What follows belongs to an exercise in optimizing a design on an open flow for small area, a short achievable clock period and few clock cycles per item; a production flow would make more cautious choices.
Function was checked by simulation only, so behaviour that the tests miss may differ from the original.
No activity file was given, so power comes from the tool's default toggle rates.

<file path="constraint.sdc">
create_clock -name core_clock -period 8.0 [get_ports {clk}]
set_input_delay 1.6000 -clock core_clock [delete_from_list [all_inputs] [get_ports {clk}]]
set_output_delay 1.6000 -clock core_clock [all_outputs]
set_load 0.01 [all_outputs]
</file>
<file path="flow/run.sh">
#!/bin/bash
# The standard layout (the standard.sh: standard synthesis and every ORFS step), with one
# change: the input and output port buffers are buf_4 cells instead of the buffer that
# buffer_ports picks by default (a slow delay buffer). Every port still gets its buffer.
# The whole make output goes to standard.log here; ORFS keeps each step's own log under orfs/logs.
set -euo pipefail
bash standard.sh "BUFFER_PORTS_ARGS=-buffer_cell sky130_fd_sc_hd__buf_4" finish > standard.log 2>&1
</file>
<file path="design.v">
`default_nettype none
package wda_pkg;
  localparam int NUM_AP_DEF = 8;
  localparam int WINDOW_DEF = 8;
  localparam int VALUE_W = 32;
  localparam int FILL_W  = 4;
  localparam int REQ_W = 1 + 3 + 3 * (VALUE_W + 1) + 1;
  localparam int RSP_W = 3 * VALUE_W + FILL_W;
  localparam int NUM_EST   = 3;
  localparam int EST_IFFT  = 0;
  localparam int EST_PHASE = 1;
  localparam int EST_RTT   = 2;
  typedef enum logic {
    CMD_STORE = 1'b0,
    CMD_QUERY = 1'b1
  } cmd_t;
  typedef enum logic [2:0] {
    ST_CLEAR,
    ST_IDLE,
    ST_WALK,
    ST_PREP,
    ST_DIV,
    ST_DONE
  } state_t;
  typedef struct packed {
    cmd_t                       command;
    logic [2:0]                 ap_index;
    logic signed [VALUE_W-1:0]  ifft_value;
    logic                       ifft_valid;
    logic signed [VALUE_W-1:0]  phase_value;
    logic                       phase_valid;
    logic signed [VALUE_W-1:0]  rtt_value;
    logic                       rtt_valid;
    logic                       end_of_report;
  } req_t;
  typedef struct packed {
    logic signed [VALUE_W-1:0]  ifft_average;
    logic signed [VALUE_W-1:0]  phase_average;
    logic signed [VALUE_W-1:0]  rtt_average;
    logic [FILL_W-1:0]          fill_count;
  } rsp_t;
  typedef struct packed {
    logic                       valid;
    logic signed [VALUE_W-1:0]  value;
  } est_t;
  typedef est_t [NUM_EST-1:0] entry_t;
endpackage
`default_nettype wire
`default_nettype none
import wda_pkg::*;
module windowed_distance_averager_top #(
  parameter int NUM_AP = wda_pkg::NUM_AP_DEF,
  parameter int WINDOW = wda_pkg::WINDOW_DEF
) (
  input  logic                       clk,
  input  logic                       rst,
  input  logic                       req_valid,
  output logic                       req_stall,
  input  logic [wda_pkg::REQ_W-1:0]  req,
  output logic                       rsp_valid,
  input  logic                       rsp_stall,
  output logic [wda_pkg::RSP_W-1:0]  rsp
);
  localparam int NP    = 8;                
  localparam int NW    = 8;                
  localparam int VW    = wda_pkg::VALUE_W;
  localparam int SW    = VW + 3;           
  localparam int CW    = 4;                
  localparam int NSTEP = SW;               
  localparam int EW    = 3 * VW;           
  localparam int ND = 3;
  localparam int B1 = 8;
  localparam int B2 = 18;
  localparam int B3 = 29;
  logic adv;             
  logic sk_v;            
  logic go;              
  logic sk_v_nx;
  logic adv_q;
  assign adv       = adv_q;
  assign go        = adv;
  assign req_stall = sk_v;
  logic          r1_v;           
  logic          r1_q;           
  logic [NP-1:0] r1_sel;         
  logic [NP-1:0] r1_st;          
  logic          r1_rot;         
  logic          r1_isst;        
  logic [2:0]    r1_ap;          
  logic [NP-1:0] r1_rsel;        
  logic [VW-1:0] nval [3];
  logic          nvld [3];
  always_ff @(posedge clk) begin
    if (rst) begin
      r1_v   <= 1'b0;
      r1_st  <= '0;
      r1_rot <= 1'b0;
      r1_isst <= 1'b0;
    end else if (go) begin
      r1_v   <= req_valid;
      r1_rot <= req_valid && !req[103] && req[0];
      r1_isst <= req_valid && !req[103];
      for (int p = 0; p < NP; p++) r1_st[p] <= req_valid && !req[103] && (req[102:100] == 3'(p));
    end
    if (go) begin
      r1_q <= req[103];
      r1_ap <= req[102:100];
      for (int p = 0; p < NP; p++) r1_sel[p] <= (req[102:100] == 3'(p));
      nval[0] <= (req[67] && !req[103]) ? req[99:68] : VW'(0);
      nvld[0] <= req[67];
      nval[1] <= (req[34] && !req[103]) ? req[66:35] : VW'(0);
      nvld[1] <= req[34];
      nval[2] <= (req[1] && !req[103]) ? req[33:2] : VW'(0);
      nvld[2] <= req[1];
    end
  end
  logic [NP*NW*EW-1:0] rv;
  logic [NP*NW*3-1:0]  rf;
  logic [NP*3*SW-1:0]  ssum;
  logic [NP-1:0]       snz;        
  logic [CW-1:0]       fill;
  logic          rot;        
  logic [NP-1:0] wr;         
  logic          rot_nx;
  logic [NP-1:0] wr_nx;
  always_comb begin
    rot_nx = (go ? (req_valid && !req[103] && req[0]) : r1_rot) && !sk_v_nx;
    for (int p = 0; p < NP; p++)
      wr_nx[p] = (go ? (req_valid && !req[103] && (req[102:100] == 3'(p))) : r1_st[p]) && !sk_v_nx;
  end
  always_ff @(posedge clk) begin
    if (rst) begin
      rot <= 1'b0;
      wr  <= '0;
    end else begin
      rot <= rot_nx;
      wr  <= wr_nx;
    end
  end
  logic [VW-1:0] oval [3];
  logic          ovld [3];
  logic [SW-1:0] osum [3];
  logic [NW-1:1] ovlr [3];       
  always_comb begin
    for (int j = 0; j < 3; j++) begin
      oval[j] = '0;
      ovld[j] = 1'b0;
      osum[j] = '0;
      ovlr[j] = '0;
      for (int p = 0; p < NP; p++) begin
        oval[j] = oval[j] | ({VW{r1_sel[p]}} & rv[p*NW*EW + j*VW +: VW]);
        ovld[j] = ovld[j] | (r1_sel[p] & rf[p*NW*3 + j]);
        osum[j] = osum[j] | ({SW{r1_rsel[p]}} & ssum[(p*3 + j)*SW +: SW]);
        for (int i = 1; i < NW; i++)
          ovlr[j][i] = ovlr[j][i] | (r1_sel[p] & rf[(p*NW + i)*3 + j]);
      end
    end
  end
  logic          full;
  logic [CW-1:0] fill_nx;
  assign full    = fill[3];
  assign fill_nx = (rot && !full) ? fill + CW'(1) : fill;
  always_ff @(posedge clk) begin
    for (int p = 0; p < NP; p++) begin
      for (int i = 0; i < NW; i++) begin
        if (i == 0) begin
          if (rot) begin
            rv[(p*NW + 0)*EW +: EW] <= rv[(p*NW + NW-1)*EW +: EW];
            rf[(p*NW + 0)*3 +: 3]   <= rf[(p*NW + NW-1)*3 +: 3];
          end else if (wr[p]) begin
            rv[(p*NW + 0)*EW +: EW] <= {nval[2], nval[1], nval[0]};
            rf[(p*NW + 0)*3 +: 3]   <= {nvld[2], nvld[1], nvld[0]};
          end
        end else if (i == 1) begin
          if (rot) begin
            if (r1_st[p]) begin
              rv[(p*NW + 1)*EW +: EW] <= {nval[2], nval[1], nval[0]};
              rf[(p*NW + 1)*3 +: 3]   <= {nvld[2], nvld[1], nvld[0]};
            end else begin
              rv[(p*NW + 1)*EW +: EW] <= rv[(p*NW + 0)*EW +: EW];
              rf[(p*NW + 1)*3 +: 3]   <= rf[(p*NW + 0)*3 +: 3];
            end
          end
        end else begin
          if (rot) begin
            rv[(p*NW + i)*EW +: EW] <= rv[(p*NW + i-1)*EW +: EW];
            rf[(p*NW + i)*3 +: 3]   <= rf[(p*NW + i-1)*3 +: 3];
          end
        end
      end
    end
    if (rot) fill <= fill_nx;
    if (rst) begin
      rf   <= '0;
      fill <= '0;
    end
  end
  function automatic logic [SW-1:0] fast_add(input logic [SW-1:0] x, input logic [SW-1:0] y);
    logic [SW-1:0] g, p, gg, pp, gn, pn;
    g  = x & y;
    p  = x ^ y;
    gg = g;
    pp = p;
    for (int l = 0; (1 << l) < SW; l++) begin
      gn = gg;
      pn = pp;
      for (int i = 0; i < SW; i++) begin
        if ((i >> l) & 1) begin
          gn[i] = gg[i] | (pp[i] & gg[((i >> l) << l) - 1]);
          pn[i] = pp[i] & pp[((i >> l) << l) - 1];
        end
      end
      gg = gn;
      pp = pn;
    end
    fast_add = p ^ {gg[SW-2:0], 1'b0};
  endfunction
  logic          a_v;
  logic          a_q;
  logic          a_st;           
  logic [NP-1:0] a_sel;
  logic [CW-1:0] a_f;
  logic [SW-1:0] a_s  [3];       
  logic [SW-1:0] a_c  [3];       
  logic [NW-1:0] a_vb [3];       
  always_ff @(posedge clk) begin
    if (go) begin
      for (int p = 0; p < NP; p++)
        r1_rsel[p] <= (req[102:100] == 3'(p)) && !(r1_isst && (r1_ap == req[102:100])) &&
                      (snz[p] || (a_st && a_sel[p]));
    end
  end
  logic          fwd;
  logic [SW-1:0] f_s  [3];
  logic [SW-1:0] f_c  [3];
  logic          sub  [3];
  logic [SW-1:0] opa  [3];
  logic [SW-1:0] opb  [3];
  logic [SW-1:0] opc  [3];
  logic [SW-1:0] xsum [3];
  always_ff @(posedge clk) begin
    if (rst) fwd <= 1'b0;
    else if (go) fwd <= r1_isst && (r1_ap == req[102:100]);
  end
  always_comb begin
    for (int j = 0; j < 3; j++) begin
      sub[j]  = ovld[j] && (!r1_q || !full);
      opa[j]  = {{(SW-VW){nval[j][VW-1]}}, nval[j]};
      opb[j]  = sub[j] ? ~{{(SW-VW){oval[j][VW-1]}}, oval[j]} : {SW{1'b1}};
      f_s[j]  = a_s[j] ^ {a_c[j][SW-2:0], 1'b1} ^ opa[j];
      f_c[j]  = (a_s[j] & {a_c[j][SW-2:0], 1'b1}) | (a_s[j] & opa[j]) |
                ({a_c[j][SW-2:0], 1'b1} & opa[j]);
      opc[j]  = fwd ? {f_c[j][SW-2:0], 1'b0} : opa[j];
      xsum[j] = ({SW{fwd}} & f_s[j]) | osum[j];
    end
  end
  always_ff @(posedge clk) begin
    if (rst) begin
      a_v  <= 1'b0;
      a_st <= 1'b0;
    end else if (adv) begin
      a_v  <= r1_v;
      a_st <= |r1_st;
    end
    if (adv) begin
      a_q   <= r1_q;
      a_sel <= r1_sel;
      a_f   <= fill_nx;
      for (int j = 0; j < 3; j++) begin
        a_s[j] <= xsum[j] ^ opc[j] ^ opb[j];
        a_c[j] <= (xsum[j] & opc[j]) | (xsum[j] & opb[j]) | (opc[j] & opb[j]);
        a_vb[j] <= {ovlr[j], ovld[j] && full};
      end
    end
  end
  logic          q2_v;
  logic          q2_q;
  logic [CW-1:0] q2_f;
  logic [SW-1:0] q2_t [3];
  logic [CW-1:0] q2_c [3];
  logic [SW-1:0] tsum [3];
  logic [CW-1:0] a_n  [3];       
  always_comb begin
    for (int j = 0; j < 3; j++) begin
      tsum[j] = fast_add(a_s[j], {a_c[j][SW-2:0], 1'b1});
      a_n[j]  = '0;
      for (int i = 0; i < NW; i++) a_n[j] = a_n[j] + CW'(a_vb[j][i]);
    end
  end
  always_ff @(posedge clk) begin
    for (int p = 0; p < NP; p++) begin
      for (int j = 0; j < 3; j++) begin
        if (a_st && a_sel[p] && adv) begin
          ssum[(p*3 + j)*SW +: SW] <= tsum[j];
        end
      end
    end
  end
  always_ff @(posedge clk) begin
    if (rst) snz <= '0;
    else if (a_st && adv) snz <= snz | a_sel;
  end
  always_ff @(posedge clk) begin
    if (rst) q2_v <= 1'b0;
    else if (adv) q2_v <= a_v;
    if (adv) begin
      q2_q <= a_q;
      q2_f <= a_f;
      for (int j = 0; j < 3; j++) begin
        q2_t[j] <= tsum[j];
        q2_c[j] <= a_n[j];
      end
    end
  end
  logic [SW-1:0] wx [ND+1][3];
  logic [2:0]    w3 [ND+1][3];
  logic [4:0]    w5 [ND+1][3];
  logic [6:0]    w7 [ND+1][3];
  logic [3:0]    ws [ND+1][3];
  logic          wn [ND+1][3];
  logic          wl [ND+1][3];
  logic          wz [ND+1][3];
  logic          dv [ND+1];
  logic          dq [ND+1];
  logic [CW-1:0] df [ND+1];
  logic [SW-1:0] m0 [3];
  always_comb begin
    dv[0] = q2_v;
    dq[0] = q2_q;
    df[0] = q2_f;
    for (int j = 0; j < 3; j++) begin
      wn[0][j] = q2_t[j][SW-1];
      m0[j]    = q2_t[j] ^ {SW{q2_t[j][SW-1]}};
      wz[0][j] = (q2_c[j] == 4'd0);
      w3[0][j] = 3'b001;
      w5[0][j] = 5'b00001;
      w7[0][j] = 7'b0000001;
      case (q2_c[j])
        4'd2: begin wx[0][j] = m0[j] >> 1; ws[0][j] = 4'b0001; wl[0][j] = m0[j][0];         end
        4'd3: begin wx[0][j] = m0[j];      ws[0][j] = 4'b0010; wl[0][j] = 1'b1;             end
        4'd4: begin wx[0][j] = m0[j] >> 2; ws[0][j] = 4'b0001; wl[0][j] = &m0[j][1:0];      end
        4'd5: begin wx[0][j] = m0[j];      ws[0][j] = 4'b0100; wl[0][j] = 1'b1;             end
        4'd6: begin wx[0][j] = m0[j] >> 1; ws[0][j] = 4'b0010; wl[0][j] = m0[j][0];         end
        4'd7: begin wx[0][j] = m0[j];      ws[0][j] = 4'b1000; wl[0][j] = 1'b1;             end
        4'd8: begin wx[0][j] = m0[j] >> 3; ws[0][j] = 4'b0001; wl[0][j] = &m0[j][2:0];      end
        default: begin wx[0][j] = m0[j];   ws[0][j] = 4'b0001; wl[0][j] = 1'b1;             end
      endcase
    end
  end
  function automatic int step_lo(input int d);
    step_lo = (d == 0) ? 0 : (d == 1) ? B1 : (d == 2) ? B2 : B3;
  endfunction
  function automatic int step_hi(input int d);
    step_hi = (d == 0) ? B1 : (d == 1) ? B2 : (d == 2) ? B3 : NSTEP;
  endfunction
  logic [SW-1:0] ex [ND+1][3];
  logic [2:0]    e3 [ND+1][3];
  logic [4:0]    e5 [ND+1][3];
  logic [6:0]    e7 [ND+1][3];
  logic          b, q3, q5, q7;
  logic [2:0]    t3;
  logic [4:0]    t5;
  logic [6:0]    t7;
  always_comb begin
    b  = 1'b0;
    q3 = 1'b0;
    q5 = 1'b0;
    q7 = 1'b0;
    t3 = '0;
    t5 = '0;
    t7 = '0;
    for (int d = 0; d <= ND; d++) begin
      for (int j = 0; j < 3; j++) begin
        ex[d][j] = wx[d][j];
        e3[d][j] = w3[d][j];
        e5[d][j] = w5[d][j];
        e7[d][j] = w7[d][j];
        for (int k = step_lo(d); k < step_hi(d); k++) begin
          b  = ex[d][j][SW-1];
          q3 = e3[d][j][2] | (b & e3[d][j][1]);
          q5 = e5[d][j][4] | e5[d][j][3] | (b & e5[d][j][2]);
          q7 = e7[d][j][6] | e7[d][j][5] | e7[d][j][4] | (b & e7[d][j][3]);
          for (int v = 0; v < 3; v++)
            t3[v] = b ? e3[d][j][((v + 2) * 2) % 3] : e3[d][j][(v * 2) % 3];
          for (int v = 0; v < 5; v++)
            t5[v] = b ? e5[d][j][((v + 4) * 3) % 5] : e5[d][j][(v * 3) % 5];
          for (int v = 0; v < 7; v++)
            t7[v] = b ? e7[d][j][((v + 6) * 4) % 7] : e7[d][j][(v * 4) % 7];
          e3[d][j] = t3;
          e5[d][j] = t5;
          e7[d][j] = t7;
          ex[d][j] = {ex[d][j][SW-2:0],
                      (ws[d][j][0] & b) | (ws[d][j][1] & q3) | (ws[d][j][2] & q5) | (ws[d][j][3] & q7)};
        end
      end
    end
  end
  genvar gd;
  generate
    for (gd = 1; gd <= ND; gd++) begin : g_div
      always_ff @(posedge clk) begin
        if (rst) dv[gd] <= 1'b0;
        else if (adv) dv[gd] <= dv[gd-1];
        if (adv) begin
          dq[gd] <= dq[gd-1];
          df[gd] <= df[gd-1];
          for (int j = 0; j < 3; j++) begin
            wx[gd][j] <= ex[gd-1][j];
            w3[gd][j] <= e3[gd-1][j];
            w5[gd][j] <= e5[gd-1][j];
            w7[gd][j] <= e7[gd-1][j];
            ws[gd][j] <= ws[gd-1][j];
            wn[gd][j] <= wn[gd-1][j];
            wl[gd][j] <= wl[gd-1][j];
            wz[gd][j] <= wz[gd-1][j];
          end
        end
      end
    end
  endgenerate
  logic [VW-1:0]             qv  [3];
  logic                      hit [3];
  logic [VW-1:0]             avg [3];
  logic [wda_pkg::RSP_W-1:0] fin;
  always_comb begin
    for (int j = 0; j < 3; j++) begin
      qv[j]  = ex[ND][j][VW-1:0];
      hit[j] = wl[ND][j] & (ws[ND][j][0] | (ws[ND][j][1] & e3[ND][j][2]) |
                           (ws[ND][j][2] & e5[ND][j][4]) | (ws[ND][j][3] & e7[ND][j][6]));
      if (!dq[ND] || wz[ND][j]) avg[j] = '0;
      else if (!wn[ND][j]) avg[j] = qv[j];
      else if (hit[j]) avg[j] = ~qv[j];
      else avg[j] = ~qv[j] + VW'(1);
    end
    fin = {avg[0], avg[1], avg[2], df[ND]};
  end
  logic                      take;
  logic [wda_pkg::RSP_W-1:0] sk;
  assign take = rsp_valid && !rsp_stall;
  always_comb begin
    if (sk_v) sk_v_nx = !take;
    else sk_v_nx = dv[ND] && rsp_valid && !take;
  end
  always_ff @(posedge clk) begin
    if (rst) begin
      rsp_valid <= 1'b0;
      sk_v      <= 1'b0;
      adv_q     <= 1'b1;
    end else begin
      sk_v    <= sk_v_nx;
      adv_q   <= !sk_v_nx;
      if (sk_v) begin
        rsp_valid <= 1'b1;
      end else if (dv[ND]) begin
        rsp_valid <= 1'b1;
      end else if (take) begin
        rsp_valid <= 1'b0;
      end
    end
    if (sk_v) begin
      if (take) rsp <= sk;
    end else if (dv[ND]) begin
      if (rsp_valid && !take) sk <= fin;
      else rsp <= fin;
    end
  end
endmodule
`default_nettype wire
</file>
<file path="config.mk">
export PLATFORM = sky130hd
export DESIGN_NAME = windowed_distance_averager_top
export DESIGN_NICKNAME = windowed_distance_averager_top
export VERILOG_FILES = /design/flow/design.v
export SDC_FILE = /design/flow/constraint.sdc
export NUM_CORES = 4
export LEC_CHECK = 0
export ABC_AREA = 1
export CAP_MARGIN = 35
export CORE_MARGIN = 2
export CORE_UTILIZATION = 52
export CTS_CLUSTER_DIAMETER = 60
export CTS_CLUSTER_SIZE = 30
export SETUP_SLACK_MARGIN = 4.6
export SLEW_MARGIN = 35
export SYNTH_MEMORY_MAX_BITS = 16384
</file>
<file path="standard.sh">
#!/bin/bash
# synth_recipe.tcl (not shown) runs the flow's synth.tcl, then flattens the netlist and writes it again
# the make line also repeats each setting of config.mk as NAME=value (left out here)
make -C /OpenROAD-flow-scripts/flow DESIGN_CONFIG=/design/flow/config.mk WORK_HOME=/design/flow/orfs CLKGATE_MAP_FILE= SYNTH_SCRIPT=/design/flow/synth_recipe.tcl "${@:-finish}"
</file>
==> run_results.csv, run 1 <==
group,metric,value,unit
run_status,status,"finished clean",
synth,ys_async_sr_fraction,0,%
worst_hold_path,hp-class,"reg -> reg",
timing,slew_headroom,30.9,%
worst_hold_path,min_from,"rv[1987]",
synth,synthFlopType,"edfxtp_1",
synth,synth_edf_count,8170,
timing,finalSetupTns,0,ns
grt,overflow,0,
cells_and_area,final-seq-area,250000,um^2
cells_and_area,nNetsFinal,23800,
timing,tightest_slew,1.04,ns
routing,drc,0,
place,portBuffers,209,
cells_and_area,fin_cells,31900,
setup_path,r2r_end,"a_s[1][4]",
clock_network,clock-root-buffer,"clkbuf_16",
timing,finClkSkew,0.0571,ns
setup_path,r2r_cells,8,
floorplanning,ios,210,
cells_and_area,areaGrowthSynthToFinish,11.1,%
place,gp_congestion,0.886,
clock_network,tritoncts,"built",
grt,grt_max_degree,193,
grt,antenna_found_initial,57,
timing,finalSetupViolCount,0,
timing,rsz0062_at_grt,"yes",
worst_hold_path,hold_end,"rv[2083]",
timing,hold_slack,0.377,ns
timing,hold_violations,0,
setup_path,worstReg2RegStart,"r1_sel[1]",
grt,grt_pass1_vias,168000,
synth,ys_seq_elements,8404,
setup_path,crit_type,"reg -> reg",
floorplanning,num_rows,288,
timing,drv_slew,0,
grt,grt_pass1_wl,1160000,um
setup_path,end_kind,"flop",
run,max-cap-violations,0,
place,dp_cells,30700,
clock_network,cts.clk_slew.worst_paths,0.10,ns
timing,period_minus_slack,3.43,ns
routing,via_count,185000,
routing,ant_nets,0,
synth,synth_area,321000,um^2
floorplanning,core,615000,um^2
routing,viasPerCell,5.79,
cells_and_area,drive_gt1_share,9.93,%
clock_network,h-tree-depth,6,
floorplanning,dieHeight,789,um
clock_network,clock_latency,1.12,ns
worst_hold_path,worstHoldPathCells,0,
synth,syn_avg_cell_area,13.9,um^2
synth,yosysSeqAreaShare,78.0,%
setup_path,critical_path_arrival,4.27,ns
setup_path,crit_fanout,27,
routing,drtPass1Iterations,8,
power_and_ir_drop,powerDensity,304,nW/um^2
cells_and_area,fill_cells,48100,
grt,grt.total_usage,25.1,%
floorplanning,die_x,789,um
synth,synthesis.nets,23500,
synth,syn_inst,23100,
place,hpwlAfterDp,486000,um
timing,max_freq,292,MHz
power_and_ir_drop,max-vdd-ir-drop,0.000201,V
routing,post_drt_wl_per_cell,25.4,um
clock_network,numCtsBuffers,523,
routing,drt_iter0_markers,24200,
clock_network,cts_max_path_buffers,4,
clock_network,numClockSinks,8404,
synth,synth.distinct_cells,63,
cells_and_area,multiInputGateArea,65700,um^2
floorplanning,start_util,52.1,%
synth,ys_warn_count,40,
timing,period_share,42.9,%
setup_path,r2r_slack,4.57,ns
setup_path,crit_required,8.84,ns
floorplanning,dieArea,623000,um^2
setup_path,crit_path_start_kind,"flop",
routing,drt-total-wl,810000,um
power_and_ir_drop,leakagePower,129,nW
clock_network,ctsHoldBuffers,0,
sequential cells by signal, indices dropped and copies added (netlist names), 12 cells and up:
signal	cells
q2_t	105
rf	192
q2_c	12
w3	27
ssum	840
wx	288
rv	6144
a_c	102
a_vb	24
ws	36
w7	63
a_s	105
df	12
w5	45
nval	96
sk	100
rsp	100
metrics by stage:
stage          util, %  cell area, um^2  worst slack, ns  total power, mW
3_3_place_gp      53.9           331000             3.58             76.1
3_5_place_dp      53.9           332000             3.68             76.3
2_1_floorplan        -           321000           -30.55             70.7
5_1_grt           57.9           356000             4.32              114
4_1_cts           57.3           352000             4.50              107
6_report          58.0           356000             4.57              108
per-layer routing:
| metal | global-route usage [%] | share of wire, % |
|---|---|---|
| met2 | 37.8 | 44 |
| met4 | 6.37 | 3.0 |
| met1 | 39.1 | 44 |
| met3 | 3.48 | 8.2 |
| met5 | 0 | 0.017 |
cell type report:
class                           count  share of cell area, %
Sequential cell                  8404                   70.2
Tap cell                         8120                   2.85
Inverter                         1117                   1.26
Timing Repair Buffer              717                   2.00
Timing Repair inverter              7                 0.0116
Clock buffer                      552                   3.79
Antenna cell                       12                0.00843
Multi-Input combinational cell  12600                   18.4
Clock inverter                    403                   1.45
worst max-delay path, stage by stage (launching register included):
cell       delay [ns]
edfxtp_1         0.46
buf_12           0.22
inv_8            0.41
buf_8            0.38
o21ai_0          0.13
a21oi_1          0.45
o2111ai_1        0.36
nand2_1          0.21
fa_1             0.41
how the worst max path moves through the flow:
stage / start / to / slack [ns] / depth (start not counted)
4_1_cts: a_s[1][0] / ssum[373] / 4.50 / 17
6_report: r1_sel[1] / a_s[1][4] / 4.57 / 8
3_5_place_dp: a_s[2][0] / ssum[418] / 3.68 / 16
2_1_floorplan: rot / rf[25] / -30.55 / 7
3_3_place_gp: wx[11][32] / rsp[12] / 3.58 / 19
5_1_grt: wx[11][34] / rsp[20] / 4.32 / 27
cells in the final DEF (no fill, tap or decap), types with 261 or more instances in the layout:
| cell type | n |
|---|---|
| a221oi_1 | 261 |
| buf_4 | 536 |
| clkbuf_16 | 545 |
| edfxtp_1 | 8170 |
| inv_1 | 1000 |
| nand2_1 | 6305 |
| nand3_1 | 1456 |
| nand4_1 | 341 |
| nor2_1 | 754 |
| o21ai_0 | 1377 |
Yosys cell counts (105+ instances only):
cell type	number	area [um^2]
fa_1	231	4620
nand3_1	1647	8240
clkbuf_1	727	2730
inv_1	1072	4020
edfxtp_1	8170	245000
dfxtp_1	234	4680
buf_1	166	623
a22o_1	121	1060
o21ai_0	1456	7290
nand4_1	341	2130
nand2_1	6458	24200
xnor2_1	105	920
ha_1	124	1550
a221oi_1	262	2290
nor2_1	784	2940
a21oi_1	236	1180
repair_timing:
action / CTS / global route
setup endpoints to repair: 3404 / 1868
setup buffers: 68 / 158
gates resized for setup: 250 / 626
cloned: 13 / 21
pin swaps: 35 / 133
kinds of logic after synthesis:
kind of cell | count (synthesis) | share of synthesized area (%)
AO/OA/AOI/OAI | 2567 | 4.83
XOR/XNOR | 207 | 0.568
adder cells (fa/ha/maj) | 355 | 1.93
buffers and inverters | 2084 | 2.49
flip-flops | 8404 | 78.0
multiplexers | 12 | 0.0375
AND/OR/NAND/NOR | 9450 | 12.1
report_power, final:
group	switching (mW)	total (mW)	internal, mW	leakage, nW
combinational	16.3	24.1	7.71	41.8
sequential	2.62	54.0	51.4	77.8
clock	16.0	30.2	14.2	9.03
total	34.9	108	73.3	129
Testbench counts, summed over its fixed seeds: cycles 3,837, items 3,781.
==> inputs of run 2 (changes only) <==
--- a/design.v
+++ b/design.v
@@ -71,7 +71,7 @@
   localparam int ND = 3;
   localparam int B1 = 8;
   localparam int B2 = 18;
-  localparam int B3 = 29;
+  localparam int B3 = 30;
   logic adv;             
   logic sk_v;            
   logic go;              
==> run 2 against run 1 <==
Clock skew rose by 0.0088 ns. Clock power up 1%. Hold slack worse by 0.00089 ns. Area after synthesis shrank 0.13%. Register-to-register slack better by 0.04 ns. Critical path type unchanged. Highest routed layer unchanged.
==> run_results.csv, run 2 <==
group,metric,value,unit
run_status,status,"finished clean",
worst_hold_path,worstHoldPathCells,0,
setup_path,worstReg2RegStart,"r1_sel[5]",
routing,post_drt_wl_per_cell,25.0,um
cells_and_area,fin_cells,31700,
clock_network,cts.clk_slew.worst_paths,0.10,ns
setup_path,crit_family,"buffers and inverters",
floorplanning,die_x,789,um
run,max-cap-violations,0,
synth,synthesis.nets,23300,
setup_path,path_cells,"buf_12 > buf_4 > a221oi_1 > a31o_2 > fa_1",
cells_and_area,drive_gt1_share,9.11,%
setup_path,r2r_cells,5,
setup_path,end_kind,"flop",
floorplanning,start_util,52.1,%
floorplanning,core,614000,um^2
synth,synth.distinct_cells,66,
grt,antenna_found_initial,53,
timing,period_share,42.3,%
setup_path,crit_path_start_kind,"flop",
place,dp_cells,30500,
cells_and_area,final_util,57.7,%
cells_and_area,nNetsFinal,23600,
grt,overflow,0,
synth,yosysSeqAreaShare,78.1,%
place,gp_congestion,0.884,
power_and_ir_drop,p_total,108,mW
routing,drc,0,
timing,hold_violations,0,
floorplanning,dieHeight,789,um
clock_network,clock_latency,1.13,ns
clock_network,numClockSinks,8404,
grt,grt_pass1_vias,167000,
grt,grt.total_usage,24.7,%
clock_network,tritoncts,"built",
place,place_area,331000,um^2
synth,synth.area.top_cells,"edfxtp_1 77%, nand2_1 7.5%, o21ai_0 2.2%",
cells_and_area,final_common_cell,"edfxtp_1",
cells_and_area,mostFrequentLayoutCells,"8170 x edfxtp_1, 6321 x nand2_1, 1354 x o21ai_0, 1317 x nand3_1, 1012 x inv_1",
place,portBuffers,209,
synth,synthFlopType,"edfxtp_1",
cells_and_area,areaGrowthSynthToFinish,10.8,%
setup_path,crit_buf_inv,2,
cells_and_area,reg_top3,"rv (6144), ssum (840), wx (288)",
setup_path,crit_slowest_cell,"buf_4",
synth,syn_avg_cell_area,14.0,um^2
timing,finalSetupTns,0,ns
setup_path,critical_path_arrival,4.23,ns
cells_and_area,final-seq-area,250000,um^2
timing,max_freq,295,MHz
clock_network,ctsHoldBuffers,0,
cells_and_area,fill_cells,48000,
routing,viasPerCell,5.74,
timing,rsz0062_at_grt,"yes",
clock_network,h-tree-depth,6,
routing,ant_nets,0,
setup_path,max_stage_delay,0.84,ns
synth,ys_async_sr_fraction,0,%
cells_and_area,postLayoutCellArea,355000,um^2
clock_network,numCtsBuffers,528,
floorplanning,ios,210,
cells_and_area,largest-register,"rv",
synth,synth_edf_count,8170,
grt,grt_max_degree,198,
synth,ys_warn_count,40,
floorplanning,num_rows,288,
synth,ys_seq_elements,8404,
routing,drtPass1Iterations,7,
worst_hold_path,hold_end,"rv[5317]",
timing,worst_slack,4.61,ns
setup_path,crit_fanout,57,
timing,slew_headroom,30.8,%
synth,syn_inst,22900,
routing,drt-total-wl,793000,um
synth,synth_largest_area_cell,"edfxtp_1",
synth,synth_area,320000,um^2
routing,via_count,182000,
cells_and_area,largest_reg_flops,6144,
setup_path,r2r_end,"a_s[1][25]",
floorplanning,dieArea,622000,um^2
cells_and_area,multiInputGateArea,63900,um^2
synth,synth.most_common_cell,"edfxtp_1",
clock_network,cts_max_path_buffers,4,
place,hpwlAfterDp,480000,um
timing,hold_slack,0.377,ns
worst_hold_path,min_from,"rv[5221]",
setup_path,r2r_slack,4.61,ns
clock_network,clock-root-buffer,"clkbuf_16",
setup_path,crit_required,8.84,ns
setup_path,crit_type,"reg -> reg",
grt,grt_pass1_wl,1140000,um
routing,drt_iter0_markers,24500,
timing,tightest_slew,1.04,ns
power_and_ir_drop,powerDensity,303,nW/um^2
place,post-place-ws,3.58,ns
timing,finClkSkew,0.0660,ns
power_and_ir_drop,leakagePower,127,nW
synth,synthTopCellsByCount,"8170 x edfxtp_1, 6376 x nand2_1, 1412 x o21ai_0, 1374 x nand3_1, 1064 x inv_1",
timing,drv_slew,0,
synth,yosysTopAreaCellShare,76.6,%
timing,period_minus_slack,3.39,ns
worst_hold_path,hp-class,"reg -> reg",
power_and_ir_drop,max-vdd-ir-drop,0.000260,V
timing,finalSetupViolCount,0,
run 2: cell count changes after synthesis, sizes merged, moves of 24 or more:
cell / before / now
buf: 239 / 270
or2: 28 / 52
xor2: 101 / 134
clkbuf: 728 / 681
o21ai: 1513 / 1652
nand2: 6464 / 6388
nor2: 799 / 774
nand3: 1652 / 1386
run 2: logic make-up (layout without fill, tap and decap cells):
| logic type | Yosys count | after routing | share of synthesized area, % |
|---|---|---|---|
| mux | 23 | 23 | 0.0719 |
| compound gates | 2728 | 2729 | 5.12 |
| flops | 8404 | 8404 | 78.1 |
| buf+inv | 2068 | 2784 | 2.51 |
| simple gates | 9069 | 9071 | 11.6 |
| fa+ha+maj | 355 | 355 | 1.93 |
| xor+xnor | 225 | 229 | 0.616 |
| other cells | 0 | 15 | 0 |
run 2: routing by layer:
metal	routed length [um]	track usage, %
met5	37	0
met4	27200	7.47
met3	59900	3.05
met2	353000	37.0
met1	353000	38.2
run 2: cell type report:
cell class / instances / area share [%]
Tap cell: 8120 / 2.87
Multi-Input combinational cell: 12400 / 18.0
Clock buffer: 550 / 3.77
Timing Repair Buffer: 687 / 1.90
Timing Repair inverter: 5 / 0.00847
Antenna cell: 15 / 0.0106
Clock inverter: 425 / 1.62
Sequential cell: 8404 / 70.5
Inverter: 1117 / 1.28
run 2: power breakdown:
| part | switching [mW] | total [mW] | internal [mW] |
|---|---|---|---|
| Clock | 16.5 | 30.6 | 14.1 |
| Sequential | 2.64 | 54.0 | 51.4 |
| Combinational | 15.5 | 23.0 | 7.44 |
run 2: how the worst max path moves through the flow:
stage	slack, ns	depth (start not counted)	endpoint	start
final	4.61	5	a_s[1][25]	r1_sel[5]
after global routing	4.51	29	rsp[32]	wx[11][34]
after CTS	4.56	1	rsp[26]	rsp[26]
after detailed placement	3.58	10	a_s[0][33]	r1_sel[0]
after global placement	3.51	9	a_s[2][32]	r1_sel[0]
after floorplan	-30.61	7	rf[49]	rot
run 2: what timing repair did:
action	4_1_cts	5_1_grt
endpoints found under the setup margin	1114	1012
cloned	7	14
pin swaps	33	99
gates resized for setup	159	387
buffers inserted	83	134
Testbench counts of run 2, summed over its fixed seeds: cycles 3,837, items 3,781.
==> inputs of run 3 (changes only) <==
--- a/design.v
+++ b/design.v
@@ -148,7 +148,7 @@
       osum[j] = '0;
       ovlr[j] = '0;
       for (int p = 0; p < NP; p++) begin
-        oval[j] = oval[j] | ({VW{r1_sel[p]}} & rv[p*NW*EW + j*VW +: VW]);
+        oval[j] = oval[j] | ({VW{r1_sel[p] & rf[p*NW*3 + j]}} & rv[p*NW*EW + j*VW +: VW]);
         ovld[j] = ovld[j] | (r1_sel[p] & rf[p*NW*3 + j]);
         osum[j] = osum[j] | ({SW{r1_rsel[p]}} & ssum[(p*3 + j)*SW +: SW]);
         for (int i = 1; i < NW; i++)
@@ -233,7 +233,6 @@
   logic          fwd;
   logic [SW-1:0] f_s  [3];
   logic [SW-1:0] f_c  [3];
-  logic          sub  [3];
   logic [SW-1:0] opa  [3];
   logic [SW-1:0] opb  [3];
   logic [SW-1:0] opc  [3];
@@ -244,9 +243,8 @@
   end
   always_comb begin
     for (int j = 0; j < 3; j++) begin
-      sub[j]  = ovld[j] && (!r1_q || !full);
       opa[j]  = {{(SW-VW){nval[j][VW-1]}}, nval[j]};
-      opb[j]  = sub[j] ? ~{{(SW-VW){oval[j][VW-1]}}, oval[j]} : {SW{1'b1}};
+      opb[j]  = (!r1_q || !full) ? ~{{(SW-VW){oval[j][VW-1]}}, oval[j]} : {SW{1'b1}};
       f_s[j]  = a_s[j] ^ {a_c[j][SW-2:0], 1'b1} ^ opa[j];
       f_c[j]  = (a_s[j] & {a_c[j][SW-2:0], 1'b1}) | (a_s[j] & opa[j]) |
                 ({a_c[j][SW-2:0], 1'b1} & opa[j]);
==> run 3 against run 2 <==
Clock skew shrank 0.0071 ns. Power shrank 0.42%. Global-route usage is 0.11 points higher. Utilization increased by 0.13 points. Critical path depth grew 3.
==> run_results.csv, run 3 <==
group,metric,value,unit
floorplanning,start_util,52.2,%
floorplanning,die_x,790,um
worst_hold_path,min_from,"rv[4737]",
routing,drc,0,
setup_path,r2r_slack,4.61,ns
floorplanning,dieArea,624000,um^2
run_status,status,"finished clean",
clock_network,cts.clk_slew.worst_paths,0.11,ns
setup_path,crit_required,8.86,ns
synth,ys_async_sr_fraction,0,%
routing,drt-total-wl,799000,um
synth,yosysTopAreaCellShare,76.4,%
grt,grt.total_usage,24.8,%
timing,period_share,42.3,%
grt,grt_pass1_vias,168000,
timing,rsz0062_at_grt,"yes",
place,gp_congestion,0.881,
cells_and_area,final_util,57.8,%
synth,synth.distinct_cells,67,
routing,post_drt_wl_per_cell,25.0,um
power_and_ir_drop,intPower,72.8,mW
cells_and_area,areaGrowthSynthToFinish,10.8,%
synth,synth_edf_count,8170,
place,dp_cells,30800,
clock_network,clock_latency,1.11,ns
floorplanning,dieHeight,790,um
setup_path,worstReg2RegStart,"r1_sel[2]",
clock_network,numCtsBuffers,525,
grt,grt_pass1_wl,1140000,um
worst_hold_path,hold_end,"rv[4833]",
power_and_ir_drop,combPwrFrac,21.4,%
synth,synth.most_common_cell,"edfxtp_1",
timing,finalSetupViolCount,0,
synth,synth.area.top_cells,"edfxtp_1 76%, nand2_1 7.3%, o21ai_0 2.2%",
clock_network,numClockSinks,8404,
synth,synth_largest_area_cell,"edfxtp_1",
routing,via_count,183000,
grt,antenna_found_initial,35,
setup_path,crit_type,"reg -> reg",
cells_and_area,drive_gt1_share,9.34,%
power_and_ir_drop,p_sw_share,32.0,%
synth,yosysSeqAreaShare,77.9,%
setup_path,r2r_end,"a_s[2][28]",
timing,finClkSkew,0.0589,ns
timing,tightest_slew,1.00,ns
cells_and_area,reg_top3,"rv (6144), ssum (840), wx (288)",
grt,overflow,0,
power_and_ir_drop,clkPwrFrac,28.3,%
timing,finalSetupTns,0,ns
power_and_ir_drop,leakagePower,128,nW
timing,slew_headroom,33.1,%
setup_path,crit_path_start_kind,"flop",
synth,synth_area,321000,um^2
cells_and_area,final_common_cell,"edfxtp_1",
setup_path,r2r_cells,8,
timing,hold_violations,0,
worst_hold_path,hp-class,"reg -> reg",
routing,viasPerCell,5.72,
power_and_ir_drop,powerDensity,301,nW/um^2
timing,drv_slew,0,
power_and_ir_drop,max-vdd-ir-drop,0.000250,V
setup_path,critical_path_arrival,4.24,ns
cells_and_area,largest_reg_flops,6144,
worst_hold_path,worstHoldPathCells,0,
routing,drt_iter0_markers,24000,
cells_and_area,nNetsFinal,23900,
synth,synthTopCellsByCount,"8170 x edfxtp_1, 6254 x nand2_1, 1440 x o21ai_0, 1384 x inv_1, 1376 x nand3_1",
place,portBuffers,209,
grt,grt_max_degree,194,
clock_network,h-tree-depth,6,
place,hpwlAfterDp,489000,um
power_and_ir_drop,power_frac_seq,50.3,%
clock_network,ctsHoldBuffers,0,
synth,ys_warn_count,39,
cells_and_area,largest-register,"rv",
clock_network,tritoncts,"built",
synth,ys_seq_elements,8404,
synth,syn_inst,23200,
timing,max_freq,295,MHz
floorplanning,ios,210,
run,max-cap-violations,0,
setup_path,end_kind,"flop",
power_and_ir_drop,p_sw,34.3,mW
synth,synthesis.nets,23600,
routing,drtPass1Iterations,8,
cells_and_area,fin_cells,32000,
clock_network,clock-root-buffer,"clkbuf_16",
synth,syn_avg_cell_area,13.9,um^2
routing,ant_nets,0,
cells_and_area,mostFrequentLayoutCells,"8170 x edfxtp_1, 6186 x nand2_1, 1366 x o21ai_0, 1331 x inv_1, 1307 x nand3_1",
clock_network,cts_max_path_buffers,4,
synth,synthFlopType,"edfxtp_1",
setup_path,crit_fanout,14,
timing,period_minus_slack,3.39,ns
floorplanning,num_rows,288,
floorplanning,core,615000,um^2
-- run 3: cell count changes in the layout (fill, tap and decap cells not counted), moves of 23 or more --
cell / before / now
o22ai_1: 49 / 162
o2111ai_1: 25 / 62
a22o_1: 114 / 75
buf_4: 522 / 577
a221oi_1: 271 / 176
nand2_1: 6321 / 6186
nand2_2: 54 / 77
inv_1: 1012 / 1331
nand4_1: 334 / 310
-- run 3: repair_timing --
action                     4_1_cts  5_1_grt
buffers inserted                67      174
setup endpoints to repair     2392     2955
resized for setup              160      416
cloned                          11       15
pin swaps                       24       87
-- run 3: metal layers --
metal / wire length (um) / part of all wire, % / GRT usage, %
met1: 356000 / 45 / 38.0
met2: 356000 / 45 / 37.4
met3: 62600 / 7.8 / 3.79
met4: 24500 / 3.1 / 6.73
met5: 69 / 0.0086 / 0
-- run 3: layout make-up --
| cell class | instances | area, um^2 |
|---|---|---|
| Antenna cell | 12 | 30.0 |
| Timing Repair Buffer | 743 | 7350 |
| Timing Repair inverter | 7 | 42.5 |
| Multi-Input combinational cell | 12400 | 63700 |
| Clock inverter | 400 | 5210 |
| Clock buffer | 555 | 13500 |
| Tap cell | 8120 | 10200 |
| Inverter | 1449 | 5700 |
| Fill cell | 47900 | 259000 |
| Sequential cell | 8404 | 250000 |
-- run 3: worst max path at each step --
stage	startpoint	to	slack, ns	cells after the start
global route	wx[11][34]	rsp[14]	4.51	22
finish	r1_sel[2]	a_s[2][28]	4.61	8
CTS	sk_v	req_stall	4.33	2
floorplan	rot	rf[48]	-30.64	7
detailed placement	a_s[1][0]	ssum[173]	3.68	16
global placement	q2_c[1][1]	wx[4][0]	3.50	13
-- run 3: logic make-up after synthesis --
logic type,count (synthesis),synth area share (%)
and+or+nand+nor,8939,11.4
DFF,8404,77.9
AOI/OAI and AO/OA,2802,5.18
buffers and inverters,2406,2.91
adders and majority gates,355,1.92
xor gates and xnor gates,226,0.616
muxes,23,0.0717
-- run 3: stage by stage --
stage               area [um^2]  hold WS, ns  setup slack (ns)  power, mW
floorplan                321000        0.400            -30.64       70.4
global placement         332000        0.400              3.50       75.3
detailed placement       332000        0.405              3.68       75.7
CTS                      352000        0.383              4.33        106
global route             356000        0.392              4.51        112
finish                   356000        0.388              4.61        107
-- run 3: critical path, stage by stage, from the launching register on --
cell      delay (ns)
edfxtp_1        0.39
nand2_1         0.08
buf_4           0.35
inv_1           0.46
buf_4           0.40
nand2_1         0.10
o21ai_0         0.14
o41ai_4         0.63
fa_1            0.49
-- run 3: power by group through the flow --
| stage | registers [mW] | logic, mW | clock network, mW |
|---|---|---|---|
| 3_5_place_dp | 55.2 | 20.5 | 0 |
| 2_1_floorplan | 54.1 | 16.3 | 0 |
| 4_1_cts | 54.0 | 21.1 | 31.0 |
| 3_3_place_gp | 55.1 | 20.2 | 0 |
| 6_report | 53.9 | 22.9 | 30.3 |
| 5_1_grt | 54.1 | 25.9 | 32.4 |
Testbench counts of run 3, summed over its fixed seeds: cycles 3,837, items 3,781.
==> inputs of run 4 (changes only) <==
--- a/design.v
+++ b/design.v
@@ -71,13 +71,12 @@
   localparam int ND = 3;
   localparam int B1 = 8;
   localparam int B2 = 18;
-  localparam int B3 = 30;
+  localparam int B3 = 29;
   logic adv;             
   logic sk_v;            
   logic go;              
   logic sk_v_nx;
-  logic adv_q;
-  assign adv       = adv_q;
+  assign adv       = !sk_v;
   assign go        = adv;
   assign req_stall = sk_v;
   logic          r1_v;           
@@ -85,34 +84,22 @@
   logic [NP-1:0] r1_sel;         
   logic [NP-1:0] r1_st;          
   logic          r1_rot;         
-  logic          r1_isst;        
-  logic [2:0]    r1_ap;          
-  logic [NP-1:0] r1_rsel;        
   logic [VW-1:0] nval [3];
   logic          nvld [3];
-  always_ff @(posedge clk) begin
-    if (rst) begin
-      r1_v   <= 1'b0;
-      r1_st  <= '0;
-      r1_rot <= 1'b0;
-      r1_isst <= 1'b0;
-    end else if (go) begin
-      r1_v   <= req_valid;
-      r1_rot <= req_valid && !req[103] && req[0];
-      r1_isst <= req_valid && !req[103];
-      for (int p = 0; p < NP; p++) r1_st[p] <= req_valid && !req[103] && (req[102:100] == 3'(p));
-    end
-    if (go) begin
-      r1_q <= req[103];
-      r1_ap <= req[102:100];
-      for (int p = 0; p < NP; p++) r1_sel[p] <= (req[102:100] == 3'(p));
-      nval[0] <= (req[67] && !req[103]) ? req[99:68] : VW'(0);
-      nvld[0] <= req[67];
-      nval[1] <= (req[34] && !req[103]) ? req[66:35] : VW'(0);
-      nvld[1] <= req[34];
-      nval[2] <= (req[1] && !req[103]) ? req[33:2] : VW'(0);
-      nvld[2] <= req[1];
+  always_comb begin
+    r1_v   = req_valid;
+    r1_q   = req[103];
+    r1_rot = req_valid && !req[103] && req[0];
+    for (int p = 0; p < NP; p++) begin
+      r1_sel[p] = (req[102:100] == 3'(p));
+      r1_st[p]  = req_valid && !req[103] && r1_sel[p];
     end
+    nval[0] = (req[67] && !req[103]) ? req[99:68] : VW'(0);
+    nvld[0] = req[67];
+    nval[1] = (req[34] && !req[103]) ? req[66:35] : VW'(0);
+    nvld[1] = req[34];
+    nval[2] = (req[1] && !req[103]) ? req[33:2] : VW'(0);
+    nvld[2] = req[1];
   end
   logic [NP*NW*EW-1:0] rv;
   logic [NP*NW*3-1:0]  rf;
@@ -121,21 +108,9 @@
   logic [CW-1:0]       fill;
   logic          rot;        
   logic [NP-1:0] wr;         
-  logic          rot_nx;
-  logic [NP-1:0] wr_nx;
+  assign rot = r1_rot && go;
   always_comb begin
-    rot_nx = (go ? (req_valid && !req[103] && req[0]) : r1_rot) && !sk_v_nx;
-    for (int p = 0; p < NP; p++)
-      wr_nx[p] = (go ? (req_valid && !req[103] && (req[102:100] == 3'(p))) : r1_st[p]) && !sk_v_nx;
-  end
-  always_ff @(posedge clk) begin
-    if (rst) begin
-      rot <= 1'b0;
-      wr  <= '0;
-    end else begin
-      rot <= rot_nx;
-      wr  <= wr_nx;
-    end
+    for (int p = 0; p < NP; p++) wr[p] = r1_st[p] && go;
   end
   logic [VW-1:0] oval [3];
   logic          ovld [3];
@@ -148,9 +123,9 @@
       osum[j] = '0;
       ovlr[j] = '0;
       for (int p = 0; p < NP; p++) begin
-        oval[j] = oval[j] | ({VW{r1_sel[p] & rf[p*NW*3 + j]}} & rv[p*NW*EW + j*VW +: VW]);
+        oval[j] = oval[j] | ({VW{r1_sel[p]}} & rv[p*NW*EW + j*VW +: VW]);
         ovld[j] = ovld[j] | (r1_sel[p] & rf[p*NW*3 + j]);
-        osum[j] = osum[j] | ({SW{r1_rsel[p]}} & ssum[(p*3 + j)*SW +: SW]);
+        osum[j] = osum[j] | ({SW{r1_sel[p] & snz[p]}} & ssum[(p*3 + j)*SW +: SW]);
         for (int i = 1; i < NW; i++)
           ovlr[j][i] = ovlr[j][i] | (r1_sel[p] & rf[(p*NW + i)*3 + j]);
       end
@@ -223,33 +198,28 @@
   logic [SW-1:0] a_s  [3];       
   logic [SW-1:0] a_c  [3];       
   logic [NW-1:0] a_vb [3];       
-  always_ff @(posedge clk) begin
-    if (go) begin
-      for (int p = 0; p < NP; p++)
-        r1_rsel[p] <= (req[102:100] == 3'(p)) && !(r1_isst && (r1_ap == req[102:100])) &&
-                      (snz[p] || (a_st && a_sel[p]));
-    end
-  end
   logic          fwd;
   logic [SW-1:0] f_s  [3];
   logic [SW-1:0] f_c  [3];
+  logic [SW-1:0] opy  [3];
+  logic          sub  [3];
+  logic          add  [3];
   logic [SW-1:0] opa  [3];
   logic [SW-1:0] opb  [3];
   logic [SW-1:0] opc  [3];
   logic [SW-1:0] xsum [3];
-  always_ff @(posedge clk) begin
-    if (rst) fwd <= 1'b0;
-    else if (go) fwd <= r1_isst && (r1_ap == req[102:100]);
-  end
+  assign fwd = a_st && |(a_sel & r1_sel);
   always_comb begin
     for (int j = 0; j < 3; j++) begin
+      sub[j]  = ovld[j] && (!r1_q || !full);
+      add[j]  = nvld[j] && !r1_q;
       opa[j]  = {{(SW-VW){nval[j][VW-1]}}, nval[j]};
-      opb[j]  = (!r1_q || !full) ? ~{{(SW-VW){oval[j][VW-1]}}, oval[j]} : {SW{1'b1}};
+      opb[j]  = sub[j] ? ~{{(SW-VW){oval[j][VW-1]}}, oval[j]} : {SW{1'b1}};
       f_s[j]  = a_s[j] ^ {a_c[j][SW-2:0], 1'b1} ^ opa[j];
       f_c[j]  = (a_s[j] & {a_c[j][SW-2:0], 1'b1}) | (a_s[j] & opa[j]) |
                 ({a_c[j][SW-2:0], 1'b1} & opa[j]);
       opc[j]  = fwd ? {f_c[j][SW-2:0], 1'b0} : opa[j];
-      xsum[j] = ({SW{fwd}} & f_s[j]) | osum[j];
+      xsum[j] = fwd ? f_s[j] : osum[j];
     end
   end
   always_ff @(posedge clk) begin
@@ -443,10 +413,8 @@
     if (rst) begin
       rsp_valid <= 1'b0;
       sk_v      <= 1'b0;
-      adv_q     <= 1'b1;
     end else begin
       sk_v    <= sk_v_nx;
-      adv_q   <= !sk_v_nx;
       if (sk_v) begin
         rsp_valid <= 1'b1;
       end else if (dv[ND]) begin
--- a/config.mk
+++ b/config.mk
@@ -8,7 +8,7 @@
 export ABC_AREA = 1
 export CAP_MARGIN = 35
 export CORE_MARGIN = 2
-export CORE_UTILIZATION = 52
+export CORE_UTILIZATION = 45
 export CTS_CLUSTER_DIAMETER = 60
 export CTS_CLUSTER_SIZE = 30
 export SETUP_SLACK_MARGIN = 4.6
==> run 4 against run 3 <==
Largest cell class unchanged. Cell count grew 3.4%. First-iteration DRC count grew 12%. Sequential share of layout area shrank 1.4 points. Critical path depth grew 1. Hold slack lost 0.013 ns. Non-clock buffer count grew 125.
==> run_results.csv, run 4 <==
group,metric,value,unit
run_status,status,"finished clean",
routing,via_count,186000,
grt,antenna_found_initial,52,
clock_network,numClockSinks,8263,
power_and_ir_drop,intPower,73.5,mW
setup_path,crit_type,"in -> reg",
floorplanning,num_rows,308,
floorplanning,die_x,844,um
routing,drtPass1Iterations,9,
cells_and_area,final_common_cell,"edfxtp_1",
grt,grt_pass1_wl,1180000,um
power_and_ir_drop,leakagePower,129,nW
synth,synthTopCellsByCount,"8051 x edfxtp_1, 6106 x nand2_1, 1632 x nand3_1, 1547 x o21ai_0, 1330 x inv_1",
floorplanning,dieHeight,844,um
routing,ant_nets,0,
power_and_ir_drop,combPwrFrac,24.9,%
setup_path,end_kind,"flop",
grt,grt_max_degree,196,
routing,post_drt_wl_per_cell,25.5,um
synth,yosysSeqAreaShare,77.5,%
timing,hold_violations,0,
setup_path,crit_path_start_kind,"primary input",
timing,tightest_slew,1.06,ns
timing,finClkSkew,0.0954,ns
cells_and_area,postLayoutCellArea,357000,um^2
floorplanning,start_util,45.1,%
power_and_ir_drop,p_sw_share,34.4,%
synth,synthesis.nets,23400,
power_and_ir_drop,powerDensity,314,nW/um^2
routing,drt_iter0_markers,26800,
grt,grt.total_usage,22.4,%
setup_path,crit_fanout,18,
clock_network,cts_max_path_buffers,4,
timing,period_minus_slack,3.60,ns
routing,drt-total-wl,844000,um
synth,ys_warn_count,41,
timing,rsz0062_at_grt,"yes",
power_and_ir_drop,power_frac_seq,49.0,%
power_and_ir_drop,max-vdd-ir-drop,0.000219,V
clock_network,tritoncts,"built",
synth,synth.distinct_cells,69,
routing,drc,0,
setup_path,crit_required,8.87,ns
power_and_ir_drop,p_total,112,mW
floorplanning,dieArea,712000,um^2
power_and_ir_drop,p_sw,38.6,mW
synth,synth.area.top_cells,"edfxtp_1 76%, nand2_1 7.2%, nand3_1 2.6%",
synth,syn_avg_cell_area,13.8,um^2
timing,finalSetupViolCount,0,
synth,synth.most_common_cell,"edfxtp_1",
power_and_ir_drop,clkPwrFrac,26.1,%
cells_and_area,areaGrowthSynthToFinish,12.6,%
synth,syn_inst,23000,
timing,finalSetupTns,0,ns
place,place_area,330000,um^2
cells_and_area,largest_reg_flops,6144,
cells_and_area,mostFrequentLayoutCells,"8051 x edfxtp_1, 5913 x nand2_1, 1481 x nand3_1, 1448 x o21ai_0, 1275 x inv_1",
cells_and_area,drive_gt1_share,10.7,%
synth,synth_area,317000,um^2
run,max-cap-violations,0,
cells_and_area,reg_top3,"rv (6144), ssum (840), wx (288)",
clock_network,h-tree-depth,5,
floorplanning,ios,210,
clock_network,clock_latency,1.15,ns
place,hpwlAfterDp,493000,um
routing,viasPerCell,5.61,
grt,overflow,0,
synth,ys_seq_elements,8263,
timing,hold_slack,0.375,ns
clock_network,numCtsBuffers,476,
place,portBuffers,209,
synth,synth_edf_count,8051,
synth,synth_largest_area_cell,"edfxtp_1",
synth,synthFlopType,"edfxtp_1",
setup_path,critical_path_arrival,4.47,ns
grt,grt_pass1_vias,169000,
timing,period_share,45.0,%
clock_network,clock-root-buffer,"clkbuf_16",
timing,max_freq,278,MHz
cells_and_area,largest-register,"rv",
clock_network,ctsHoldBuffers,0,
place,gp_congestion,0.879,
timing,slew_headroom,29.2,%
clock_network,cts.clk_slew.worst_paths,0.11,ns
cells_and_area,nNetsFinal,23800,
floorplanning,core,703000,um^2
synth,yosysTopAreaCellShare,76.2,%
timing,drv_slew,0,
worst_hold_path,hp-class,"reg -> reg",
synth,ys_async_sr_fraction,0,%
[run 4: cell count changes in the layout (fill, tap and decap cells not counted), sizes merged, moves of 30 or more]
cell,previous run,this run
o2111ai,62,14
nand3,1392,1655
inv,1590,1547
a21oi,268,238
o22ai,165,215
a22oi,87,187
edfxtp,8170,8051
nand2,6272,6152
nor2,788,664
o41ai,37,6
clkbuf,564,523
buf,729,833
[run 4: path summary, 6_finish.rpt]
kind	end	slack, ns	cells after the start	start
worst min-delay path	rv[1418]	0.38	0	rv[1322]
worst max-delay path	a_s[2][5]	4.40	9	req[103]
worst max register to register	ssum[646]	4.66	5	a_st
worst min register to register	rv[1418]	0.38	0	rv[1322]
[run 4: logic make-up after synthesis]
logic type / count (synthesis) / synth area share [%]
xor+xnor: 207 / 0.571
buf+inv: 2343 / 2.85
mux: 8 / 0.0252
compound gates: 2875 / 5.38
flops: 8263 / 77.5
fa+ha+maj: 355 / 1.95
simple gates: 8922 / 11.7
[run 4: cell type report]
class                           instances  area, um^2
Clock buffer                          495       12100
Timing Repair inverter                 13         115
Antenna cell                           33        82.6
Fill cell                           58500      346000
Clock inverter                        405        5840
Inverter                             1388        5650
Timing Repair Buffer                  868        9990
Sequential cell                      8263      246000
Tap cell                             9300       11600
Multi-Input combinational cell      12400       65700
[run 4: worst max-delay path, cell delays in order]
cell        delay, ns
buf_4            0.13
clkinvlp_4       0.28
nand2_1          0.38
clkinv_8         0.26
buf_6            0.27
nand2_2          0.28
fa_1             0.47
o21ai_0          0.29
fa_1             0.47
[run 4: through the flow]
step	utilization, %	worst slack, ns	instances
floorplan	-	-7.60	23000
global placement	46.9	1.71	31800
detailed placement	47.0	1.91	31800
CTS	50.1	4.50	32800
global route	50.8	4.40	33100
finish	50.8	4.40	33100
[run 4: power groups by stage]
stage          registers (mW)  clock network, mW  logic (mW)
6_report                 54.8               29.3        27.9
5_1_grt                  55.0               31.3        31.2
4_1_cts                  54.9               29.9        25.6
3_5_place_dp             56.0                  0        24.5
3_3_place_gp             56.0                  0        24.1
2_1_floorplan            53.9                  0        19.0
[run 4: what timing repair did]
action	4_1_cts	5_1_grt
buffers inserted	136	217
gates resized for setup	393	656
cloned	28	31
setup endpoints to repair	8909	1515
pin swaps	58	137
[run 4: per-layer routing]
metal	track usage (%)	up-vias	wire length, um
met5	0	-	163
met4	6.74	22	32100
met3	3.85	1228	78300
met2	33.9	8357	374000
met1	33.3	93000	360000
li1	-	83200	-
Testbench counts of run 4, summed over its fixed seeds: cycles 3,829, items 3,781.
==> inputs of run 5 (changes only) <==
--- a/config.mk
+++ b/config.mk
@@ -8,7 +8,7 @@
 export ABC_AREA = 1
 export CAP_MARGIN = 35
 export CORE_MARGIN = 2
-export CORE_UTILIZATION = 45
+export CORE_UTILIZATION = 52
 export CTS_CLUSTER_DIAMETER = 60
 export CTS_CLUSTER_SIZE = 30
 export SETUP_SLACK_MARGIN = 4.6
==> run 5 against run 4 <==
Still clean. Count of clock-buffer cells in the layout up 15. Clock skew down 0.013 ns. Worst setup slack better by 0.044 ns. Non-clock buffer count up 29. Largest cell class unchanged.
==> run_results.csv, run 5 <==
group,metric,value,unit
clock_network,cts.clk_slew.worst_paths,0.08,ns
grt,grt_max_degree,191,
synth,ys_seq_elements,8263,
floorplanning,die_x,785,um
grt,grt.total_usage,26.0,%
timing,period_minus_slack,3.55,ns
grt,grt_pass1_wl,1180000,um
synth,muxShareOfSynthArea,0.0252,%
cells_and_area,final_common_cell,"edfxtp_1",
timing,finClkSkew,0.0820,ns
clock_network,h-tree-depth,5,
clock_network,clock_latency,1.12,ns
power_and_ir_drop,leakagePower,129,nW
clock_network,clock-root-buffer,"clkbuf_16",
routing,viasPerCell,5.84,
routing,drt_iter0_markers,25800,
place,portBuffers,209,
run_status,status,"finished clean",
clock_network,tritoncts,"built",
routing,ant_nets,0,
synth,yosysSeqAreaShare,77.5,%
routing,drtPass1Iterations,9,
cells_and_area,areaGrowthSynthToFinish,12.3,%
floorplanning,start_util,52.2,%
setup_path,crit_type,"in -> reg",
synth,yosysTopAreaCellShare,76.2,%
synth,ys_warn_count,41,
clock_network,numCtsBuffers,484,
synth,synth_area,317000,um^2
synth,synth.distinct_cells,69,
power_and_ir_drop,max-vdd-ir-drop,0.000209,V
floorplanning,dieArea,616000,um^2
routing,post_drt_wl_per_cell,26.2,um
clock_network,cts_max_path_buffers,4,
synth,synth-xor-area-share,0.571,%
place,hpwlAfterDp,500000,um
floorplanning,ios,210,
synth,synthTopCellsByCount,"8051 x edfxtp_1, 6106 x nand2_1, 1632 x nand3_1, 1547 x o21ai_0, 1330 x inv_1",
synth,synth_compound_area_share,5.38,%
synth,synthFlopType,"edfxtp_1",
cells_and_area,reg_top3,"rv (6144), ssum (840), wx (288)",
synth,synthAdderAreaFrac,1.95,%
synth,synthesis.nets,23400,
setup_path,end_kind,"flop",
timing,slew_headroom,35.2,%
synth,ys_async_sr_fraction,0,%
floorplanning,num_rows,286,
place,gp_congestion,0.899,
timing,finalSetupViolCount,0,
run,max-cap-violations,0,
floorplanning,core,607000,um^2
grt,overflow,0,
clock_network,numClockSinks,8263,
cells_and_area,largest_reg_flops,6144,
routing,drc,0,
setup_path,worstReg2RegStart,"wx[10][34]",
worst_hold_path,hold_end,"wx[9][13]",
synth,synth.most_common_cell,"edfxtp_1",
power_and_ir_drop,powerDensity,315,nW/um^2
synth,synth_largest_area_cell,"edfxtp_1",
timing,rsz0062_at_grt,"yes",
cells_and_area,nNetsFinal,23900,
worst_hold_path,min_from,"wx[6][2]",
synth,syn_inst,23000,
setup_path,r2r_slack,4.58,ns
setup_path,r2r_cells,25,
timing,tightest_slew,0.973,ns
synth,synth.area.top_cells,"edfxtp_1 76%, nand2_1 7.2%, nand3_1 2.6%",
synth,synthSimpleGateAreaFrac,11.7,%
routing,via_count,186000,
timing,drv_slew,0,
floorplanning,dieHeight,785,um
synth,syn_avg_cell_area,13.8,um^2
timing,period_share,44.4,%
worst_hold_path,worstHoldPathCells,0,
worst_hold_path,hp-class,"reg -> reg",
timing,hold_violations,0,
timing,hold_slack,0.362,ns
clock_network,ctsHoldBuffers,0,
cells_and_area,mostFrequentLayoutCells,"8051 x edfxtp_1, 5890 x nand2_1, 1428 x nand3_1, 1371 x o21ai_0, 1275 x inv_1",
setup_path,crit_path_start_kind,"primary input",
grt,grt_pass1_vias,170000,
setup_path,crit_fanout,90,
timing,finalSetupTns,0,ns
routing,drt-total-wl,836000,um
cells_and_area,drive_gt1_share,11.4,%
cells_and_area,largest-register,"rv",
synth,synth_top_family_by_area,"simple AND/OR/NAND/NOR gates",
grt,antenna_found_initial,47,
setup_path,r2r_end,"rsp[52]",
setup_path,crit_required,8.80,ns
timing,max_freq,281,MHz
setup_path,critical_path_arrival,4.36,ns
synth,synth_edf_count,8051,
## run 5: cell counts after synthesis
No cell type changed its count.
## run 5: kinds of logic (layout without fill, tap and decap cells)
kind of cell,count (synthesis),count (layout)
AO/OA/AOI/OAI,2875,2876
XOR/XNOR,207,210
multiplexers,8,8
buffers and inverters,2343,3225
AND/OR/NAND/NOR,8922,8929
flip-flops,8263,8263
adder cells (fa/ha/maj),355,355
other,0,20
## run 5: worst max-delay path: stages
cell and delay [ns]:
buf_4 0.16, clkinvlp_4 0.18, nor2_4 0.20, nand2_4 0.11
buf_12 0.16, buf_4 0.14, nor2_4 0.25, inv_12 0.27
buf_4 0.36, buf_16 0.23, o21ai_0 0.49
## run 5: layout make-up
class	instances	area [um^2]
Antenna cell	20	50.0
Inverter	1388	5690
Tap cell	8064	10100
Timing Repair Buffer	897	10100
Clock inverter	415	5380
Sequential cell	8263	246000
Timing Repair inverter	15	146
Fill cell	46900	251000
Multi-Input combinational cell	12400	66400
Clock buffer	510	12400
## run 5: report_power, final
group / switching (mW) / internal, mW
sequential: 3.08 / 51.6
clock: 16.0 / 12.9
combinational: 19.4 / 9.19
## run 5: how the worst max path moves through the flow
| stage | slack, ns | cells after the start | start | endpoint |
|---|---|---|---|---|
| 4_1_cts | 4.54 | 2 | sk_v | req_stall |
| 6_report | 4.45 | 11 | req[101] | rv[1696] |
| 2_1_floorplan | -7.60 | 6 | req_valid | rv[1000] |
| 3_3_place_gp | 1.70 | 11 | req[102] | a_s[1][26] |
| 5_1_grt | 4.32 | 25 | wx[10][34] | rsp[52] |
| 3_5_place_dp | 1.96 | 12 | req[102] | a_s[0][16] |
## run 5: layer usage
layer  track usage, %  wire length (um)
met5                0               108
met4             7.41             29300
met3             4.10             78100
met2             39.1            371000
met1             39.8            357000
## run 5: metrics by stage
step / instances / setup slack [ns] / util (%) / total power [mW] / area [um^2]
after floorplan: 23000 / -7.60 / - / 72.9 / 317000
after global placement: 30600 / 1.70 / 54.1 / 80.1 / 328000
after detailed placement: 30600 / 1.96 / 54.2 / 80.6 / 329000
after CTS: 31700 / 4.54 / 57.8 / 110 / 351000
after global routing: 31900 / 4.32 / 58.7 / 118 / 356000
final: 32000 / 4.45 / 58.7 / 112 / 356000
## run 5: timing repair
item / in CTS / in global routing
setup endpoints to repair: 6813 / 1402
buffers inserted: 154 / 203
pin swaps: 75 / 180
resized for setup: 443 / 838
gates cloned: 30 / 28

## separate check: timing with driven ports
No port has a modelled driver above. Below, the same layouts with a new extraction and two added sets of constraints.
Step 1: set_driving_cell puts a clkbuf_16 on clk and a buf_2 on each other input, an assumption about the parent block.
Step 2, shift: input delay + t, output delay - t, t = (earliest + latest rising clock arrival at the registers) / 2. This alone moves slack from input paths to output paths.
a / b / c = no drivers / after step 1 / after step 2; a / b = the first two.
| run | t (ns) | setup WS [ns] | slew at the worst register clock pin (ns) | worst slew at a driven data input, ns |
|---|---|---|---|---|
| run 1 | 1.250 | 4.571 / 4.537 / 4.020 | 0.11 / 0.11 | 0.26 |
| run 2 | 1.220 | 4.613 / 4.538 / 4.407 | 0.11 / 0.11 | 0.31 |
| run 3 | 1.222 | 4.612 / 4.505 / 4.070 | 0.11 / 0.11 | 0.28 |
| run 4 | 1.255 | 4.403 / 4.298 / 3.043 | 0.11 / 0.11 | 0.37 |
| run 5 | 1.204 | 4.447 / 4.257 / 3.052 | 0.11 / 0.11 | 0.35 |
After both steps every run listed still meets setup and hold. The setup slack of run 5, which loses most, moves by -0.190 ns with the drivers and by -1.395 ns with both steps.
